Context: an optimization exercise on an open-source flow, tuned for small area. The choices shown serve that exercise and are no tape-out recipe. The RTL was checked by simulation tests, not by an equivalence proof against the original design. No activity file was given, so power comes from the tool's default toggle rates.

## gamma
// cpu_top
module cpu_top (
    input  logic        clk,
    input  logic        reset,
    input  logic        i_imem_we,
    input  logic [3:0]  i_imem_addr,
    input  logic [15:0] i_imem_data,
    input  logic        i_hazard,
    input  logic        i_flush_req,
    input  logic        i_lock_req,
    input  logic        i_unlock_req,
    input  logic        i_auth_valid,
    output logic [3:0]  o_pc,
    output logic [1:0]  o_state,
    output logic        o_wb_valid,
    output logic [2:0]  o_wb_addr,
    output logic [3:0]  o_wb_data
);
==> flow/config.mk <==
export PLATFORM = sky130hd
export DESIGN_NAME = cpu_top
export DESIGN_NICKNAME = cpu_top
export VERILOG_FILES = /design/flow/design.v
export SDC_FILE = /design/flow/constraint.sdc
export NUM_CORES = 4
export LEC_CHECK = 0
export CAP_MARGIN = 20
export CORE_MARGIN = 2
export CORE_UTILIZATION = 65
export PLACE_DENSITY = 0.75
export SLEW_MARGIN = 20
==> flow/constraint.sdc <==
create_clock -name core_clock -period 5.0 [get_ports {clk}]
set_input_delay 1.0000 -clock core_clock [delete_from_list [all_inputs] [get_ports {clk}]]
set_output_delay 1.0000 -clock core_clock [all_outputs]
set_load 0.01 [all_outputs]
standard.sh (not shown) runs the stock make flow with config.mk's settings and CLKGATE_MAP_FILE= SYNTH_SCRIPT=/design/flow/synth_recipe.tcl, a recipe that flattens the netlist after the stock synthesis.
==> flow/flow/run.sh <==
#!/bin/bash
# The standard layout (standard.sh), with three changes:
#  - synthesis maps logic with an area-oriented abc script (flow/synth.tcl);
#  - ports are buffered with the smallest buffer;
#  - the clock tree uses small buffers and no dummy loads.
# The whole run's output goes to flow_run.log here, each tool's to orfs/logs.
set -euo pipefail
export FLOW_WORK_DIR=$PWD
export FLOW_FLOW_DIR=$PWD/flow
export BUFFER_PORTS_ARGS="-buffer_cell sky130_fd_sc_hd__buf_1"
export CTS_ARGS="-sink_clustering_enable -repair_clock_nets -dont_use_dummy_load -buf_list sky130_fd_sc_hd__clkbuf_4 -sink_clustering_size 8 -sink_clustering_max_diameter 50"
sed "s#SYNTH_SCRIPT=[^ ]*#SYNTH_SCRIPT=$PWD/flow/synth.tcl#" standard.sh > my_standard.sh
grep -q "SYNTH_SCRIPT=$PWD/flow/synth.tcl" my_standard.sh
bash my_standard.sh > flow_run.log 2>&1
mkdir -p logs
cp -r orfs/logs/. logs/ 2>/dev/null || true
==> flow/flow/area.abc <==
strash
&get -n
&synch2
&syn2
&synch2
&put
dch -f
amap -F 3 -A 8
topo
==> flow/flow/synth.tcl <==
# The standard flow's synthesis script unchanged, with abc's mapping script replaced by
# an area-oriented one (flow/area.abc). abc maps only combinational logic.
proc abc {args} {
  set i [lsearch $args -script]
  if {$i >= 0} { lset args [expr {$i + 1}] $::env(FLOW_FLOW_DIR)/area.abc }
  yosys abc {*}$args
}
source $::env(FLOW_WORK_DIR)/synth_recipe.tcl
Every stage of the flow completed for gamma, and the final layout passed the timing, design-rule and antenna checks.
Setup changes, gamma to beta
-- flow/config.mk --
<<< gamma, line 8
export CAP_MARGIN = 20
export CORE_MARGIN = 2
export CORE_UTILIZATION = 65
export PLACE_DENSITY = 0.75
export SLEW_MARGIN = 20
>>> beta, line 8
export CAP_MARGIN = 20
export CORE_MARGIN = 2
export CORE_UTILIZATION = 40
export SLEW_MARGIN = 20
==> run notes <==
beta | stages: all done | timing, DRC, antenna: all pass
beta vs. gamma: non-clock buffer count now larger, final RePlAce weighted congestion saw a decrease, horizontal extent of the die increased by 27% relative to the old numbers, fraction of power consumed by the clock network up 0.5 points.
As of beta, largest vdd supply drop had risen slightly compared to gamma.
From gamma to beta the numbers moved as follows: sequential portion of the cell area shows a reduction of 0.98 points, setup slack moved down.

cpu_top, a different RTL version from the one above (not shown whole).
Size: ~1,200 cells after synthesis, about 42 I/O pins, about 15,000 um^2 of cells after synthesis.
Settings: LEC_CHECK=0, CAP_MARGIN=20, CORE_MARGIN=2, CORE_UTILIZATION=70, PLACE_DENSITY=0.8, SLEW_MARGIN=20; clock period 5.0 ns.
==> flow/flow/run.sh <==
#!/bin/bash
# The standard layout, with small port buffers and a clock tree of small
# buffers without dummy loads. Each tool's output goes to the ORFS logs under
# orfs/logs and the whole run's output to flow_run.log here.
set -euo pipefail
export BUFFER_PORTS_ARGS="-buffer_cell sky130_fd_sc_hd__buf_1"
export CTS_ARGS="-sink_clustering_enable -repair_clock_nets -dont_use_dummy_load -buf_list sky130_fd_sc_hd__clkbuf_4"
bash standard.sh > flow_run.log 2>&1
mkdir -p logs
cp -r orfs/logs/. logs/ 2>/dev/null || true
The baseline completed without violations.
Then changed:
- CORE_UTILIZATION: 70 -> 40
- PLACE_DENSITY: 0.8 -> unset
Effect:
- clock power rises by about 7%
- core utilization falls by 32 points
- flip-flop and latch count stays the same
- wire length rises by 1.8%
- total power rises by 1.6%
- design area rises by 2.2%
- die area rises by 73%
- setup slack improved by 0.098 ns
- area after synthesis stays the same
Then changed:
- CORE_UTILIZATION: 40 -> 55
- PLACE_DENSITY: unset -> 0.7
Effect: The new run produced a clean layout; wire length decreases by 5.5%; synthesized cell count stays the same; critical path depth does not change; fmax increases by 0.37%; non-clock buffer count increases by 1; register-to-register slack improved by 0.02 ns; worst setup slack improved by 0.016 ns; clock-buffer cell count decreases by 1; flip-flop and latch count is unchanged; area after synthesis is unchanged; die area decreases by 27%.

## static timing again, ports no longer ideal
The results above use ideal ports. As a check the final layouts listed here were re-extracted and re-timed, cells and wires unchanged.
Step 1, drivers: a clkbuf_16 drives clk and a buf_2 each remaining input, both assumed.
Step 2 also shifts input and output timing later by t, the mid clock arrival at the registers, as if the neighbouring blocks saw the same clock.
Three values: ideal ports, drivers, drivers and shift; two values: the first two.
run | t, ns | setup WS [ns] | hold slack, ns
gamma | 0.689 | 0.489 / 0.489 / 0.489 | 0.402 / 0.402 / 0.402
beta | 0.723 | 0.386 / 0.386 / 0.386 | 0.370 / 0.370 / 0.370
the first run of note 2 | 0.716 | 0.673 / 0.673 / 0.673 | 0.399 / 0.399 / 0.399
the second run of note 2 | 0.756 | 0.772 / 0.772 / 0.772 | 0.346 / 0.346 / 0.346
the third run of note 2 | 0.710 | 0.787 / 0.787 / 0.787 | 0.338 / 0.338 / 0.338
After both steps setup and hold are still met in every run listed.
